What follows belongs to an exercise in optimizing a design on an open flow for a short achievable clock period and few clock cycles; a production flow would make more cautious choices.
Only simulation tests tie the RTL to the original design; equivalence was not proved.
Power is estimated from default activity; no workload was simulated.

old:
// processor_gen2
module processor_gen2 #(
  parameter int DATA_W     = 16,
  parameter int NUM_REGS   = 4,
  parameter int MEM_DEPTH  = 256,
  parameter int APB_ADDR_W = 9,
  parameter int PROG_START = 'h020,
  parameter int INT_VEC    = 'h010,
  localparam int ADDR_W    = $clog2(MEM_DEPTH)
) (
  input  logic              clk,
  input  logic              reset,
  input  logic              init_done,
  input  logic              init_we,
  input  logic [ADDR_W-1:0] init_addr,
  input  logic [DATA_W-1:0] init_data,
  input  logic              irq,
  output logic              irq_ack,
  output logic              halted,
  output logic              illegal,
  output logic                  bus_wr_en,
  output logic [APB_ADDR_W-1:0] bus_wr_addr,
  output logic [DATA_W-1:0]     bus_wr_data,
  input  logic                  bus_wr_done,
  output logic                  bus_rd_en,
  output logic [APB_ADDR_W-1:0] bus_rd_addr,
  input  logic [DATA_W-1:0]     bus_rd_data,
  input  logic                  bus_rd_done
);
  function automatic logic [3:0] oh4(input logic [3:0] idx);
    oh4 = (idx[3:2] == 2'b00) ? (4'b0001 << idx[1:0]) : 4'b0000;
  endfunction
  logic [255:0][15:0] mem;
  logic        run;        
  logic        f_act;      
  logic        in_isr;
  logic        z;
  logic [15:0] regs [4];
  logic [7:0]  pcb;        
  logic [15:0] ohL;        
  logic [15:0] bsel [16];  
  logic [7:0]  saved;      
  logic        x1_add, x1_sub, x1_mov, x1_mvi, x1_ld;
  logic [3:0]  x1_wd;
  logic        x2_add, x2_sub, x2_mov, x2_mvi, x2_ld;
  logic [3:0]  x2_wd;
  ...
clock: 10.0 ns
lec_check: 0
cap_margin: 20
core_margin: 2
core_utilization: 40
place_density: 0.6
setup_slack_margin: 5
slew_margin: 20
tns_end_percent: 100
run.sh (not shown) runs the stock make flow with config.mk's settings and CLKGATE_MAP_FILE= SYNTH_SCRIPT=/design/flow/synth_recipe.tcl, a recipe that flattens the netlist after the stock synthesis.
Testbench counts of old, summed over its fixed seeds: cycles 6,958.
Changes in new relative to old:
Settings: swapping 40 for 35 in CORE_UTILIZATION; swapping 0.6 for 0.5 in PLACE_DENSITY.
### Flow results
The slowest stage cell on the critical path comes out sky130_fd_sc_hd__dfstp_2 in one run and sky130_fd_sc_hd__nand2b_1 in the other, namely in new and old respectively. Of old and new, the run reporting the higher starting density of the core was old. old → new: global-route usage fell 2.7 points; post-synthesis to final-layout area growth +4.2 points; highest clock frequency the design can meet went up; final weighted congestion of routability-driven global placement went down about 0.5%; count of placed standard cells including taps rose by 4.7%. Switching fraction of total power came out higher on new than on old. Number of gates given a new drive strength after cts up 398 in new wrt old. Fraction of met2 tracks used by global routing, old and new: lower on new.

build 28:
Another version of the RTL of processor_gen2 (not shown whole).
For scale: ~4600 flip-flops, roughly 86 I/O pins.
clock: 10.0 ns
lec_check: 0
cap_margin: 20
core_margin: 2
core_utilization: 45
place_density: 0.65
setup_slack_margin: 5
slew_margin: 20
tns_end_percent: 100
Build 28 closes out successfully: all stages finished, all timing, DRC and antenna checks passed.
Testbench counts of build 28, summed over its fixed seeds: cycles 7,076.
Input-level comparison between build 92 and build 28:
# build 28
export LEC_CHECK = 0
export CAP_MARGIN = 20
export CORE_MARGIN = 2
export CORE_UTILIZATION = 45
export PLACE_DENSITY = 0.65
export SETUP_SLACK_MARGIN = 5
export SLEW_MARGIN = 20
export TNS_END_PERCENT = 100
create_clock -name core_clock -period 10.0 [get_ports {clk}]
# build 92
export LEC_CHECK = 0
export CAP_MARGIN = 20
export CORE_MARGIN = 2
export CORE_UTILIZATION = 35
export PLACE_DENSITY = 0.5
export SETUP_SLACK_MARGIN = 5
export SLEW_MARGIN = 20
export TNS_END_PERCENT = 100
create_clock -name core_clock -period 10.0 [get_ports {clk}]
Findings:
Hold slack across build 92 and build 28: no real change. The final reports for build 92 and build 28 show fraction of layout instances using a drive strength above 1 lower in the former. The fmax of build 92 and that of build 28 are within noise of each other. Compared to build 28, the routing of build 92 uses more wire. Type of the worst setup path: reg2reg -> build 92, in2reg -> build 28. Overall power consumption went up slightly going from build 28 to build 92.
The inputs of build 77 differ from those of build 92 as listed below.
# build 92
export LEC_CHECK = 0
export CAP_MARGIN = 20
export CORE_MARGIN = 2
export CORE_UTILIZATION = 35
export PLACE_DENSITY = 0.5
export SETUP_SLACK_MARGIN = 5
export SLEW_MARGIN = 20
export TNS_END_PERCENT = 100
create_clock -name core_clock -period 10.0 [get_ports {clk}]
# build 77
export LEC_CHECK = 0
export CAP_MARGIN = 20
export CORE_MARGIN = 2
export CORE_UTILIZATION = 40
export PLACE_DENSITY = 0.6
export SETUP_SLACK_MARGIN = 5
export SLEW_MARGIN = 20
export TNS_END_PERCENT = 100
create_clock -name core_clock -period 10.0 [get_ports {clk}]
### Flow results
Higher area growth from synthesis to layout was reported by build 77, not build 92.
Effective utilization at floorplan | build 77 above build 92
Proportion of cell area occupied by multi-input gates delta (build 92 -> build 77): insignificant
In build 77 relative to build 92, clock power had gone up by a few percent.
Final worst-path setup slack for build 77 is higher than for build 92.
Min non-clock buffer count across build 92 and build 77: build 92
From build 92 to build 77 the numbers moved as follows: worst stage delay on the critical path now sits lower, first-iteration DRC count now sits higher.
Depth of the critical timing path with buffers and inverters included ends up higher on build 77.
Comparing build 92 against build 77, there is no change at all in final hold violation count.

-- separate check: timing with driven ports --
In the flow no input, the clock included, has a driving cell. The finished layouts below were timed again as built, in two steps.
Step 1: set_driving_cell puts a clkbuf_16 on clk and a buf_2 on each other input, an assumption about the parent block.
Step 2 also shifts input and output timing later by t, the mid clock arrival at the registers, as if the neighbouring blocks saw the same clock.
Slacks: ideal / step 1 / step 2; pairs: ideal / step 1.
run | t (ns) | slack for setup (ns) | clock arrival spread, ns
old | 1.216 | 3.849 / 3.959 / 2.742 | 0.151 / 0.151
new | 1.225 | 4.263 / 4.263 / 3.509 | 0.178 / 0.178
build 28 | 1.175 | 4.321 / 4.402 / 3.232 | 0.130 / 0.130
build 92 | 1.245 | 4.333 / 4.333 / 3.357 | 0.144 / 0.144
build 77 | 1.179 | 4.431 / 4.431 / 3.468 | 0.156 / 0.155
After both steps setup and hold are still met in every run listed. The setup slack of old, which loses most, moves by +0.110 ns with the drivers and by -1.107 ns with both steps.
